What follows belongs to an exercise in optimizing a design on an open flow for small area and a short achievable clock period; a production flow would make more cautious choices.
The RTL was checked by simulation tests, not by an equivalence proof against the original design.
No activity file was given, so power comes from the tool's default toggle rates.

== build 6 ==
==> flow/design.v (excerpt) <==
module statevec_collector #(
    parameter int AMP_WIDTH = qsof_pkg::AMP_WIDTH_DEF,
    parameter int N_QUBIT   = qsof_pkg::N_QUBIT_DEF
) (
    input  logic                        clk,
    input  logic                        aclr,
    input  logic                        clk_en,
    input  logic                        start,
    input  logic                        valid_in,
    input  logic signed [AMP_WIDTH-1:0] amp_in_real,
    input  logic signed [AMP_WIDTH-1:0] amp_in_img,
    input  logic        [N_QUBIT-1:0]   state_in,
    input  logic                        rd_en,
    input  logic        [N_QUBIT-1:0]   rd_addr,
    output logic signed [AMP_WIDTH-1:0] rd_amp_real,
    output logic signed [AMP_WIDTH-1:0] rd_amp_img,
    output logic                        rd_valid,
    output logic        [N_QUBIT:0]     count,
    output logic                        busy,
    output logic                        frame_done,
    output logic                        dup_err,
    output logic                        stray_err
);
Size in the first run: about 4100 cells after synthesis, about 77000 um2 of cells after synthesis.
clock: 2.8 ns
lec_check: 0
cap_margin: 20
core_margin: 2
core_utilization: 55
setup_slack_margin: 1.0
slew_margin: 20
run.sh (not shown) runs the stock make flow with config.mk's settings and CLKGATE_MAP_FILE= SYNTH_SCRIPT=/design/flow/synth_recipe.tcl, a recipe that flattens the netlist after the stock synthesis.
Build 6 finished end to end and its layout was clean on timing, DRC and antenna.
Here is what was changed in the inputs of trial 42 compared with build 6.
# build 6
export LEC_CHECK = 0
export CAP_MARGIN = 20
export CORE_MARGIN = 2
export CORE_UTILIZATION = 55
export SETUP_SLACK_MARGIN = 1.0
export SLEW_MARGIN = 20
create_clock -name core_clock -period 2.8 [get_ports {clk}]
# trial 42
export LEC_CHECK = 0
export CAP_MARGIN = 20
export CORE_MARGIN = 2
export CORE_UTILIZATION = 55
export CTS_CLUSTER_DIAMETER = 100
export CTS_CLUSTER_SIZE = 30
export SETUP_SLACK_MARGIN = 1.0
export SLEW_MARGIN = 20
create_clock -name core_clock -period 2.8 [get_ports {clk}]
- Trial 42 completed end to end with timing, DRC and antenna clean.
- Min post-route clock period utilization across build 6 and trial 42: build 6
- Utilization, build 6 and trial 42: higher on build 6
- Comparing build 6 and trial 42, the lower power density over cell area is on trial 42.
- In the reports for build 6 and trial 42, the larger largest clock skew in the final design belongs to build 6.
- Relative to build 6, multi-input logic portion of the cell area has gone up in trial 42.
- Relative area change from synthesis to final layout on trial 42 is down relative to build 6.

========
== v8 ==
statevec_collector, a different RTL version from the one above (not shown whole).
Size: ~160 I/O pins, ~0.078 mm^2 of cells after synthesis.
Settings: LEC_CHECK=0, CAP_MARGIN=20, CORE_MARGIN=2, CORE_UTILIZATION=55, CTS_CLUSTER_DIAMETER=100, CTS_CLUSTER_SIZE=24, SETUP_SLACK_MARGIN=0.9, SLEW_MARGIN=20, TNS_END_PERCENT=5; clock period 2.8 ns.
standard.sh (not shown) runs the stock make flow with config.mk's settings and CLKGATE_MAP_FILE= SYNTH_SCRIPT=/design/flow/synth_recipe.tcl, a recipe that flattens the netlist after the stock synthesis.
==> flow/flow/run.sh <==
#!/bin/bash
# The standard layout (the standard.sh: ORFS synthesis through finish, with
# config.mk's settings), with two make variables added on its command line:
#  - BUFFER_PORTS_ARGS: every input and output port still gets its own buffer,
#    but a buf_4 instead of the slow delay cell port buffering otherwise picks;
#  - DONT_USE_CELLS: the platform's don't-use list plus the three largest plain buffers,
#    so fanout trees are built from smaller buffers.
# make's output goes to orfs_make.log here (ORFS's own logs are under orfs/logs).
set -euo pipefail
DU="sky130_fd_sc_hd__probe_p_8 sky130_fd_sc_hd__probec_p_8 sky130_fd_sc_hd__lpflow_bleeder_1 sky130_fd_sc_hd__lpflow_clkbufkapwr_1 sky130_fd_sc_hd__lpflow_clkbufkapwr_16 sky130_fd_sc_hd__lpflow_clkbufkapwr_2 sky130_fd_sc_hd__lpflow_clkbufkapwr_4 sky130_fd_sc_hd__lpflow_clkbufkapwr_8 sky130_fd_sc_hd__lpflow_clkinvkapwr_1 sky130_fd_sc_hd__lpflow_clkinvkapwr_16 sky130_fd_sc_hd__lpflow_clkinvkapwr_2 sky130_fd_sc_hd__lpflow_clkinvkapwr_4 sky130_fd_sc_hd__lpflow_clkinvkapwr_8 sky130_fd_sc_hd__lpflow_decapkapwr_12 sky130_fd_sc_hd__lpflow_decapkapwr_3 sky130_fd_sc_hd__lpflow_decapkapwr_4 sky130_fd_sc_hd__lpflow_decapkapwr_6 sky130_fd_sc_hd__lpflow_decapkapwr_8 sky130_fd_sc_hd__lpflow_inputiso0n_1 sky130_fd_sc_hd__lpflow_inputiso0p_1 sky130_fd_sc_hd__lpflow_inputiso1n_1 sky130_fd_sc_hd__lpflow_inputiso1p_1 sky130_fd_sc_hd__lpflow_inputisolatch_1 sky130_fd_sc_hd__lpflow_isobufsrc_1 sky130_fd_sc_hd__lpflow_isobufsrc_16 sky130_fd_sc_hd__lpflow_isobufsrc_2 sky130_fd_sc_hd__lpflow_isobufsrc_4 sky130_fd_sc_hd__lpflow_isobufsrc_8 sky130_fd_sc_hd__lpflow_isobufsrckapwr_16 sky130_fd_sc_hd__lpflow_lsbuf_lh_hl_isowell_tap_1 sky130_fd_sc_hd__lpflow_lsbuf_lh_hl_isowell_tap_2 sky130_fd_sc_hd__lpflow_lsbuf_lh_hl_isowell_tap_4 sky130_fd_sc_hd__lpflow_lsbuf_lh_isowell_4 sky130_fd_sc_hd__lpflow_lsbuf_lh_isowell_tap_1 sky130_fd_sc_hd__lpflow_lsbuf_lh_isowell_tap_2 sky130_fd_sc_hd__lpflow_lsbuf_lh_isowell_tap_4  sky130_fd_sc_hd__buf_8 sky130_fd_sc_hd__buf_12 sky130_fd_sc_hd__buf_16"
bash standard.sh "BUFFER_PORTS_ARGS=-buffer_cell sky130_fd_sc_hd__buf_4" "DONT_USE_CELLS=$DU" finish > orfs_make.log 2>&1
v8 finished every stage and its layout cleared the timing, DRC and antenna checks.
--- input diff v8..v24 ---
==> flow/run.sh (new file) <==
#!/bin/bash
# synth_recipe.tcl (not shown) runs the flow's synth.tcl, then flattens the netlist and writes it again
# the make line also repeats each setting of config.mk as NAME=value (left out here)
make -C /OpenROAD-flow-scripts/flow DESIGN_CONFIG=/design/flow/config.mk WORK_HOME=/design/flow/orfs CLKGATE_MAP_FILE= SYNTH_SCRIPT=/design/flow/synth_recipe.tcl finish
removed: flow/flow/run.sh
removed: flow/standard.sh
==> comparison <==
- v24 completed every stage of the flow, and the final layout passed the timing, DRC and antenna checks.
- Per the comparison of v24 with v8, final critical-path share of the clock period decreased by 4.8 points relative to the old numbers, maximum fanout encountered on the critical timing path shrank by 15.
- Run comparison: v8 topmost layer with routed signal wires met5; v24 topmost layer with routed signal wires met4
- Non-clock buffer count: lower on v24
- Sort v8 and v24 by sum of internal, switching and leakage power desc -> top: v24
--- input diff v24..v7 ---
- clearing TNS_END_PERCENT, which used to be 5
- swapping 0.9 for 1.2 in SETUP_SLACK_MARGIN
Results
- Taking v24 as the reference, in v7 clock period minus worst slack now sits higher, post-CTS setup buffer count went up by about 800%, switching power as a share of total power rose 0.63 points, overall power picked up an extra 1.4 mW, clock network power share lower.
- v7 supports a lower top clock frequency than v24.
- | global-route wire length before repair | higher: v7 |

==> re-timing with driven ports <==
In the flow no input, the clock included, has a driving cell. The finished layouts below were timed again as built, in two steps.
Step 1: set_driving_cell puts a clkbuf_16 on clk and a buf_2 on each other input, an assumption about the parent block.
Step 2 also shifts input and output timing later by t, the mid clock arrival at the registers, as if the neighbouring blocks saw the same clock.
Slacks: ideal ports / drivers / drivers and shift; pairs: ideal ports / drivers.
run | shift t [ns] | setup WS [ns] | hold slack, ns | pins driven straight from the clock port
build 6 | 0.904 | 0.203 / 0.203 / -0.559 | 0.222 / 0.173 / 0.493 | 1
trial 42 | 0.831 | 0.167 / 0.167 / -0.602 | 0.272 / 0.216 / 0.468 | 1
v8 | 0.835 | 0.611 / 0.649 / -0.162 | 0.153 / 0.103 / 0.490 | 1
v24 | 0.841 | 0.746 / 0.660 / 0.016 | 0.437 / 0.370 / 0.481 | 1
v7 | 0.833 | 0.727 / 0.643 / -0.028 | 0.337 / 0.293 / 0.490 | 1
Met with ideal ports but missed after step 2: setup timing in build 6, trial 42, v8 and v7. For v8, which loses most, drivers alone change the setup slack by +0.038 ns; drivers and shift together by -0.773 ns.
